This is an optimization exercise on Yosys and OpenROAD, whose aim is small area, a short achievable clock period and few clock cycles, not a production implementation.
At most, simulation tests tie the RTL to the original design; equivalence was not proved.

Design poker_table, start of the top module:
module poker_table
#(
	parameter poker_money_pkg::chip_t START_CHIPS = 15'd2000
)
(
	input logic clock,
	input logic resetn,
	input logic start,
	input logic action_valid,
	input poker_flow_pkg::action_t action,
	input logic showdown_valid,
	input poker_flow_pkg::winner_t showdown_winner,
	output logic action_ready,
	output logic showdown_ready,
	output poker_money_pkg::seat_t to_act,
	output poker_flow_pkg::street_t street,
	output poker_money_pkg::chip_t stack0,
	output poker_money_pkg::chip_t stack1,
	output poker_money_pkg::chip_t bet0,
	output poker_money_pkg::chip_t bet1,
	output poker_money_pkg::chip_t pot,
	output logic hand_over,
	output logic match_over,
	output poker_money_pkg::seat_t match_winner
);
Size in the first run: roughly 1200 cells after synthesis, ~70 flip-flops, roughly 0.0090 sq mm of cells after synthesis.
Settings: LEC_CHECK=0, CAP_MARGIN=20, CORE_MARGIN=2, CORE_UTILIZATION=40, SLEW_MARGIN=20; clock period 14.0 ns.
standard.sh (not shown) runs the stock make flow with config.mk's settings and CLKGATE_MAP_FILE= SYNTH_SCRIPT=/design/flow/synth_recipe.tcl, a recipe that flattens the netlist after the stock synthesis.
==> flow/flow/run.sh <==
#!/bin/bash
# Standard synthesis and layout, run stage by stage so each stage can get its
# own ORFS settings: flow/stage_<name>.txt holds make variable assignments,
# one per line (for example a setup margin for the timing repair, or the
# buffer cell for the port buffers). Each stage logs to <name>.log here.
set -euo pipefail
run() {
	local name=$1 target=$2
	local -a extra=()
	if [[ -f flow/stage_$name.txt ]]; then
		while IFS= read -r line; do
			[[ -z $line || $line == \#* ]] || extra+=("$line")
		done < flow/stage_$name.txt
	fi
	bash standard.sh "${extra[@]}" "$target" > "$name.log" 2>&1
}
bash standard.sh synth > synth.log 2>&1
run fp floorplan
run place place
run cts cts
run route finish
==> flow/flow/stage_fp.txt <==
SETUP_SLACK_MARGIN=9.5
==> flow/flow/stage_place.txt <==
BUFFER_PORTS_ARGS=-buffer_cell sky130_fd_sc_hd__buf_2
Then changed:
--- a/flow/design.v
+++ b/flow/design.v
@@ -132,23 +132,23 @@
 	assign agt = ta ? !t0_gt && (t0 != t1) : t0_gt;
 	logic ok1, ok2, ok3;
 	assign ok1 = (pb < R1) && (t0 >= R1) && (t1 >= R1);
 	assign ok2 = (pb < R2) && (t0 >= R2) && (t1 >= R2);
 	assign ok3 = (pb < R3) && (t0 >= R3) && (t1 >= R3);
 	logic araise;
 	assign araise = covers && (dc[W-1:0] != '0) && ps_nz;
 	amt_t w0, w1;	 
 	assign w0 = amt_t'(radd(ALL, ~s1, 1'b1));
 	assign w1 = amt_t'(radd(ALL, ~s0, 1'b1));
 	amt_t pclose, p2;
-	assign p2 = p + {pb[W-2:0], 1'b0};
+	assign p2 = amt_t'(radd(p, {pb[W-2:0], 1'b0}, 1'b0));
 	assign pclose = over ? (ta ? w0 : w1) : covers ? p2 : (ta ? w1 : w0);
 	amt_t ctot;
 	assign ctot = !need ? (ta ? s1 : s0) : covers ? dc[W-1:0] : '0;
 	amt_t half, sp0, sp1;
 	assign half = p >> 1;
 	assign sp0 = amt_t'(radd(t0, half, p[0]));
 	assign sp1 = amt_t'(radd(t1, half, 1'b0));
 	logic empty;
 	amt_t post0, post1;
 	assign empty = (t0 == '0) || (t1 == '0);
 	assign post0 = bb ? ((t0 < BB) ? t0 : BB) : ((t0 < SB) ? t0 : SB);
The changed run ran to the end with no violations. Final cell count went down by 3.5%. Setup slack loses 0.051 ns. Non-clock buffer count decreases by 5. Via count went down by 0.37%. Cell area climbs by 0.52%. Wire length grows by 2.2%.
No run of this note included a check of the RTL's function; only the layout flow was run.

---

== the reference run ==
Another version of the RTL of poker_table (not shown whole).
==> flow/config.mk <==
export PLATFORM = sky130hd
export DESIGN_NAME = poker_table
export DESIGN_NICKNAME = poker_table
export VERILOG_FILES = /design/flow/design.v
export SDC_FILE = /design/flow/constraint.sdc
export NUM_CORES = 4
export LEC_CHECK = 0
export CAP_MARGIN = 20
export CORE_MARGIN = 2
export CORE_UTILIZATION = 40
export SLEW_MARGIN = 20
==> flow/constraint.sdc <==
create_clock -name core_clock -period 14.0 [get_ports {clock}]
set_input_delay 2.8000 -clock core_clock [delete_from_list [all_inputs] [get_ports {clock}]]
set_output_delay 2.8000 -clock core_clock [all_outputs]
set_load 0.01 [all_outputs]
Scripts as last shown in full above: flow/flow/run.sh, flow/flow/stage_fp.txt, flow/flow/stage_place.txt
What the trial run does differently from the reference run at the input level:
diff --git a/flow/design.v b/flow/design.v
--- a/flow/design.v
+++ b/flow/design.v
@@ -92,43 +92,45 @@
 		radd = r;
 	endfunction
 	amt_t t0, t1, b0, b1, p;
 	logic ta;	 
 	logic bb;	 
 	logic first;	 
 	logic [2:0] st;
 	logic ph_act, ph_show, ph_hov, ph_mov;	 
-	logic gt0, gt1;	 
 	amt_t s0, s1;	 
 	assign s0 = t0 - b0;
 	assign s1 = t1 - b1;
 	assign stack0 = poker_money_pkg::chip_t'(s0);
 	assign stack1 = poker_money_pkg::chip_t'(s1);
 	assign bet0 = poker_money_pkg::chip_t'(b0);
 	assign bet1 = poker_money_pkg::chip_t'(b1);
 	assign pot = poker_money_pkg::chip_t'(p);
 	assign to_act = ta;
 	assign street = poker_flow_pkg::street_t'(st);
 	assign action_ready = ph_act;
 	assign showdown_ready = ph_show;
 	assign hand_over = ph_hov;
 	assign match_over = ph_mov;
 	assign match_winner = t1[W-1];	 
+	logic b0_gt, b1_gt;	 
 	logic t0_gt;	 
 	amt_t cap;	 
+	assign b0_gt = b0 > b1;
+	assign b1_gt = b1 > b0;
 	assign t0_gt = t0 > t1;
 	assign cap = t0_gt ? t1 : t0;
 	amt_t otot, pb;
 	assign otot = ta ? t1 : t0;
 	assign pb = ta ? b0 : b1;
 	logic need, over, covers, ps_nz, agt;
 	logic [W:0] dc;
-	assign need = ta ? gt0 : gt1;	 
-	assign over = ta ? gt1 : gt0;	 
+	assign need = ta ? b0_gt : b1_gt;	 
+	assign over = ta ? b1_gt : b0_gt;	 
 	assign dc = {1'b0, otot} - {1'b0, pb};	 
 	assign covers = !dc[W];
 	assign ps_nz = ta ? (t0 != b0) : (t1 != b1);
 	assign agt = ta ? !t0_gt && (t0 != t1) : t0_gt;
 	logic ok1, ok2, ok3;
 	assign ok1 = (pb < R1) && (t0 >= R1) && (t1 >= R1);
 	assign ok2 = (pb < R2) && (t0 >= R2) && (t1 >= R2);
 	assign ok3 = (pb < R3) && (t0 >= R3) && (t1 >= R3);
@@ -146,24 +148,16 @@
 	assign half = p >> 1;
 	assign sp0 = amt_t'(radd(t0, half, p[0]));
 	assign sp1 = amt_t'(radd(t1, half, 1'b0));
 	logic empty;
 	amt_t post0, post1;
 	assign empty = (t0 == '0) || (t1 == '0);
 	assign post0 = bb ? ((t0 < BB) ? t0 : BB) : ((t0 < SB) ? t0 : SB);
 	assign post1 = bb ? ((t1 < SB) ? t1 : SB) : ((t1 < BB) ? t1 : BB);
-	logic tsb_full, tbb_gt_sb, tbb_lt_sb, bbg, sbg, hgt0, hgt1;
-	assign tsb_full = bb ? !(t1 < SB) : !(t0 < SB);
-	assign tbb_gt_sb = bb ? t0_gt : !t0_gt && (t0 != t1);	 
-	assign tbb_lt_sb = bb ? !t0_gt && (t0 != t1) : t0_gt;
-	assign bbg = tsb_full ? (bb ? (t0 > SB) : (t1 > SB)) : tbb_gt_sb;
-	assign sbg = tsb_full ? (bb ? (t0 < SB) : (t1 < SB)) : tbb_lt_sb;
-	assign hgt0 = bb ? bbg : sbg;
-	assign hgt1 = bb ? sbg : bbg;
 	logic idle_like, go_start, take_a, take_s;
 	logic a_fold, a_r1, a_r2, a_r3, a_all, a_raise, a_call, a_close;
 	assign idle_like = !(ph_act || ph_show || ph_hov);
 	assign go_start = idle_like && start;
 	assign take_a = ph_act && action_valid;
 	assign take_s = ph_show && showdown_valid;
 	assign a_fold = (action == poker_flow_pkg::ACT_FOLD);
 	assign a_r1 = (action == poker_flow_pkg::ACT_RAISE_2BB) && ok1;
@@ -226,18 +220,16 @@
 	always_ff @(posedge clock)
 	begin
 		if (go_start)	 
 		begin
 			t0 <= ALL / 2;
 			t1 <= ALL / 2;
 			b0 <= SB;
 			b1 <= BB;
-			gt0 <= 1'b0;
-			gt1 <= 1'b1;
 			p <= '0;
 			ta <= 1'b0;
 			bb <= 1'b1;
 			first <= 1'b1;
 			st <= 3'd0;
 		end
 		else if (take_a)
 		begin
@@ -266,39 +258,27 @@
 				end
 				else
 				begin
 					t0 <= ctot;
 					t1 <= s1;
 				end
 				b0 <= '0;
 				b1 <= '0;
-				gt0 <= 1'b0;
-				gt1 <= 1'b0;
 				p <= pclose;
 				ta <= bb;
 				first <= 1'b1;
 				st <= st + 3'd1;
 			end
 			else
 			begin
 				if (ta)
 					b1 <= nob;
 				else
 					b0 <= nob;
-				if (a_raise)	 
-				begin
-					gt0 <= !ta;
-					gt1 <= ta;
-				end
-				else if (need && covers)	 
-				begin
-					gt0 <= 1'b0;
-					gt1 <= 1'b0;
-				end
 				ta <= !ta;
 				first <= 1'b0;
 			end
 		end
 		else if (take_s)
 		begin
 			case (showdown_winner)
 				poker_flow_pkg::WIN_SEAT0: t0 <= w0;
@@ -310,18 +290,16 @@
 				end
 			endcase
 			p <= '0;
 		end
 		else if (ph_hov && !empty)
 		begin
 			b0 <= post0;
 			b1 <= post1;
-			gt0 <= hgt0;
-			gt1 <= hgt1;
 			ta <= bb;	 
 			bb <= !bb;
 			first <= 1'b1;
 			st <= 3'd0;
 		end
 	end
 endmodule
 `default_nettype wire
[summary]
- Status | the reference run and the trial run | clean
- The trial run and the reference run ended up with roughly the same total die area.
- Synthesized-area fraction occupied by and/or/nand/nor cells sits lower in the trial run than in the reference run.
- When the trial run is set beside the reference run, its footprint of the multi-input gates turns out to be 34 µm² larger.
- Relative to the reference run, flip-flop and latch count has gone down in the trial run.
- On synthesized cell count: between the reference run and the trial run, it ends up higher for the reference run.
- The reference run has a lower share of the synthesized area in compound gates (AO/OA/AOI/OAI) than the trial run.
- Per the comparison of the trial run with the reference run, final period utilization went down; portion of the layout cell area used by clock cells went down; first-iteration DRC count went up.
- When the final numbers for the reference run and the trial run were put side by side, the timing-limited maximum frequency turned out to be smaller in the reference run.
Testbench counts of the trial run, summed over its fixed seeds: cycles 10,701.
Function not checked in the reference run: the RTL went through the layout flow alone.

## separate check: timing with driven ports
How much do the figures lean on ideal ports? The routed layouts below were timed once more, with nothing changed but the port constraints.
Step 1 (the two cells are an assumption about what drives the block):
set clk [get_ports {clock}]
set_driving_cell -lib_cell sky130_fd_sc_hd__clkbuf_16 $clk
set_driving_cell -lib_cell sky130_fd_sc_hd__buf_2 [delete_from_list [all_inputs] $clk]
Step 2 times the ports against the registers' clock, not the clock port: input delays grow and output delays shrink by t, the midpoint of the rising clock arrivals with the driver on.
a / b / c = ideal ports / drivers / drivers and shift; a / b = the first two.
run	t (ns)	setup slack, ns	hold WS [ns]	worst setup path at the end	worst register clock-pin slew, ns
the first run of note 1	0.399	7.965 / 7.965 / 7.965	0.490 / 0.490 / 0.490	register to register	0.07 / 0.07
the second run of note 1	0.402	7.914 / 7.914 / 7.914	0.480 / 0.480 / 0.480	register to register	0.07 / 0.07
the reference run	0.398	8.184 / 8.140 / 8.317	0.478 / 0.478 / 0.478	input to register	0.07 / 0.07
the trial run	0.401	8.275 / 8.225 / 7.955	0.482 / 0.482 / 0.482	input to register	0.06 / 0.06
After both steps setup and hold are still met in every run listed. The setup slack of the trial run, which loses most, moves by -0.050 ns with the drivers and by -0.320 ns with both steps.
